This design comes from an exercise in tuning for small area, a short achievable clock period and few clock cycles per item on the open sky130 flow, not from production work.
Only simulation tests tie the RTL to the original design; equivalence was not proved.

// hsl_color_interpolator
module hsl_color_interpolator (
  input  logic        clk,
  input  logic        rst_n,
  input  logic        start,
  output logic        busy,
  input  logic        in_op,
  input  logic [1:0]  in_slot,
  input  logic [11:0] in_start_red,
  input  logic [11:0] in_start_green,
  input  logic [11:0] in_start_blue,
  input  logic [11:0] in_end_red,
  input  logic [11:0] in_end_green,
  input  logic [11:0] in_end_blue,
  input  logic [11:0] in_t_frac,
  output logic        out_valid,
  output logic [1:0]  out_slot,
  output logic [11:0] out_red,
  output logic [11:0] out_green,
  output logic [11:0] out_blue,
  output logic        out_last
);
  localparam int SPC  = 2;           
  localparam int NCYC = 12 / SPC;    
  localparam int QD   = 3;           
  function automatic logic [11:0] div_fs(input logic [23:0] p);
    logic [12:0] sum;
    sum = {1'b0, p[11:0]} + {1'b0, p[23:12]} + 13'd1;
    div_fs = p[23:12] + {11'd0, sum[12]};
  endfunction
  function automatic logic [11:0] add_ci(input logic [11:0] a, input logic [11:0] b, input logic ci);
    logic [12:0] t;
    t = {a, 1'b1} + {b, ci};
    add_ci = t[12:1];
  endfunction
  function automatic logic fs_c(input logic [23:0] p);
    logic [12:0] sum;
    sum  = {1'b0, p[11:0]} + {1'b0, p[23:12]} + 13'd1;
    fs_c = sum[12];
  endfunction
  function automatic logic [23:0] mul_r4(input logic [11:0] a, input logic [13:0] a3,
                                         input logic [11:0] b);
    logic [13:0] m;
    mul_r4 = '0;
    for (int i = 0; i < 6; i++) begin
      unique case (b[2*i +: 2])
        2'd0:    m = 14'd0;
        2'd1:    m = {2'b00, a};
        2'd2:    m = {1'b0, a, 1'b0};
        default: m = a3;
      endcase
      mul_r4 = mul_r4 + (24'(m) << (2*i));
    end
  endfunction
  logic        cv;
  logic        c_op;
  logic [1:0]  c_slot;
  logic [11:0] c_col [6];
  logic [5:0]  c_gt [2];
  logic [11:0] c_t;
  ...
==> flow/config.mk <==
export PLATFORM = sky130hd
export DESIGN_NAME = hsl_color_interpolator
export DESIGN_NICKNAME = hsl_color_interpolator
export VERILOG_FILES = /design/flow/design.v
export SDC_FILE = /design/flow/constraint.sdc
export NUM_CORES = 4
export LEC_CHECK = 0
export CAP_MARGIN = 20
export CORE_MARGIN = 2
export CORE_UTILIZATION = 55
export SETUP_SLACK_MARGIN = 5
export SLEW_MARGIN = 20
==> flow/constraint.sdc <==
create_clock -name core_clock -period 12.0 [get_ports {clk}]
set_input_delay 2.4000 -clock core_clock [delete_from_list [all_inputs] [get_ports {clk}]]
set_output_delay 2.4000 -clock core_clock [all_outputs]
set_load 0.01 [all_outputs]
standard.sh (not shown) runs the stock make flow with config.mk's settings and CLKGATE_MAP_FILE= SYNTH_SCRIPT=/design/flow/synth_recipe.tcl, a recipe that flattens the netlist after the stock synthesis.
==> flow/flow/run.sh <==
#!/bin/bash
set -euo pipefail
bash standard.sh SETUP_SLACK_MARGIN=${MARGIN:-6.5} finish > standard_flow.log 2>&1
The first run completed with no timing, DRC or antenna violations.
Testbench counts at the start, summed over its fixed seeds: cycles 3,659, items 2,976.
Then changed:
--- a/flow/design.v
+++ b/flow/design.v
@@ -130,17 +130,17 @@
       if (q_pop)  q_rd <= (q_rd == 2'(QD - 1)) ? 2'd0 : q_rd + 2'd1;
       q_cnt <= q_cnt + {1'b0, q_push} - {1'b0, q_pop};
     end
   end
   logic       cand_v, stall, adv;
   logic [1:0] cand;
   assign cand_v = ev || ((q_cnt != '0) && h_op);
   assign cand   = ev ? nx : 2'd0;
-  assign stall  = pend && !cu_done && (cand == cu_slot);
+  assign stall  = pend && (cand == cu_slot);
   assign adv    = cand_v && !stall;
   assign pop_e  = !ev && (q_cnt != '0) && h_op && !stall;
   assign pop_l  = (q_cnt != '0) && !h_op && !pend && (!ev || nx > cu_slot);
   assign q_pop  = pop_e || pop_l;
   assign commit = (pend || pop_l) && cu_done;
   always_ff @(posedge clk) begin
     if (!rst_n) begin
       ev   <= 1'b0;
@@ -317,36 +317,34 @@
   logic [11:0] nt;
   logic [10:0] r_m2;
   logic [11:0] r_sm, r_lm, r_tt, r_hl;
   logic        r_wrap;
   logic [11:0] n_h0, n_h1, n_hd;
   logic [12:0] n_hd01, n_hd10;
   logic        n_swp;
   assign nk = cand;
-  logic byp;
-  assign byp = commit && (nk == cu_slot);
   assign nt = pop_e ? h_t : et;
   assign n_t3  = {2'b00, nt} + {1'b0, nt, 1'b0};
   assign n_t3n = {2'b00, ~nt} + {1'b0, ~nt, 1'b0};
   logic [13:0] r_tt3;
   always_comb begin
-    n_h0   = byp ? f_h[0] : t_h0[nk];
-    n_h1   = byp ? f_h[1] : t_h1[nk];
+    n_h0   = t_h0[nk];
+    n_h1   = t_h1[nk];
     n_hd01 = {1'b0, n_h0} - {1'b0, n_h1};
     n_hd10 = {1'b0, n_h1} - {1'b0, n_h0};
     n_swp  = n_hd10[12];
     n_hd   = n_swp ? n_hd01[11:0] : n_hd10[11:0];
   end
   always_ff @(posedge clk) begin
     r_m2   <= n_hd[11] ? ~n_hd[10:0] : n_hd[10:0];
     r_wrap <= n_hd[11];
     r_hl   <= n_swp ? n_h1 : n_h0;
-    r_sm   <= byp ? w_sm : t_sm[nk];
-    r_lm   <= byp ? w_lm : t_lm[nk];
+    r_sm   <= t_sm[nk];
+    r_lm   <= t_lm[nk];
     r_tt   <= n_swp ? ~nt : nt;
     r_tt3  <= n_swp ? n_t3n : n_t3;
   end
   logic        v1, tv1, wrap1, sn1, ln1;
   logic [1:0]  k1;
   logic [22:0] ph1;
   logic [23:0] ps1, pl1;
   logic [11:0] hl1, s01, l01;
@@ -428,27 +426,25 @@
   logic [11:0] m3w;
   always_comb begin
     m3w = add_ci(l3[11] ? s3 : 12'd0, pp3[23:12] ^ {12{l3[11]}}, fs_c(pp3) ^ l3[11]);
   end
   logic        v4, tv4;
   logic [1:0]  k4;
   logic [2:0]  sec4;
   logic [11:0] f4, l4;
-  logic [13:0] f34;
   logic [10:0] m4;
   always_ff @(posedge clk) begin
     if (!rst_n) v4 <= 1'b0;
     else        v4 <= v3;
   end
   always_ff @(posedge clk) begin
     k4   <= k3;
     tv4  <= tv3;
     f4   <= f3;
-    f34  <= {2'b00, f3} + {1'b0, f3, 1'b0};
     sec4 <= sec3;
     m4   <= m3w[10:0];
     l4   <= l3;
   end
   logic        v5, tv5;
   logic [1:0]  k5;
   logic [2:0]  sec5;
   logic [11:0] hi5, lo5;
@@ -458,17 +454,17 @@
     else        v5 <= v4;
   end
   always_ff @(posedge clk) begin
     k5   <= k4;
     tv5  <= tv4;
     sec5 <= sec4;
     hi5  <= l4 + {1'b0, m4};
     lo5  <= l4 - {1'b0, m4};
-    pc5  <= 23'(mul_r4(f4, f34, {1'b0, m4}));
+    pc5  <= m4 * f4;
   end
   logic [11:0] sl5, r5, g5, b5;
   always_comb begin
     sl5 = add_ci(lo5, pc5[22:11], fs_c({pc5, 1'b0}));
     unique case (sec5)
       3'd0:    begin r5 = hi5; g5 = sl5; b5 = lo5; end
       3'd1:    begin r5 = sl5; g5 = hi5; b5 = lo5; end
       3'd2:    begin r5 = lo5; g5 = hi5; b5 = sl5; end
Result: Final area barely changes; count of clock-buffer cells in the layout is lower by 5; sequential share of layout area is higher by 0.33 points; hold slack gets worse by 15 ps; via count is lower by 1.1%; global-route usage is lower by 0.59 points; wire length is lower by 2.6%; maximum frequency is higher by 3.4%; critical path depth is lower by 1; die area is higher by 0.81%; non-clock buffer count is lower by 103.
Testbench counts after the change, summed over its fixed seeds: cycles 3,703, items 2,976.

-- port drivers added, routing unchanged --
In the flow no input, the clock included, has a driving cell. The finished layouts below were timed again as built, in two steps.
Step 1 (the two cells are an assumption about what drives the block):
set clk [get_ports {clk}]
set_driving_cell -lib_cell sky130_fd_sc_hd__clkbuf_16 $clk
set_driving_cell -lib_cell sky130_fd_sc_hd__buf_2 [delete_from_list [all_inputs] $clk]
Step 2 times the ports against the registers' clock, not the clock port: input delays grow and output delays shrink by t, the midpoint of the rising clock arrivals with the driver on.
Slacks: no drivers / after step 1 / after step 2; pairs: no drivers / after step 1.
run	shift t [ns]	setup WS [ns]	clock arrival spread, ns	worst data-port slew with drivers (ns)	pins driven straight from the clock port
the first run	0.824	6.588 / 6.588 / 6.588	0.044 / 0.045	0.08	1
the second run	0.835	6.768 / 6.768 / 6.707	0.038 / 0.038	0.10	1
After both steps setup and hold are still met in every run listed. For the second run, which loses most, drivers alone change the setup slack by 0.000 ns; drivers and shift together by -0.061 ns.
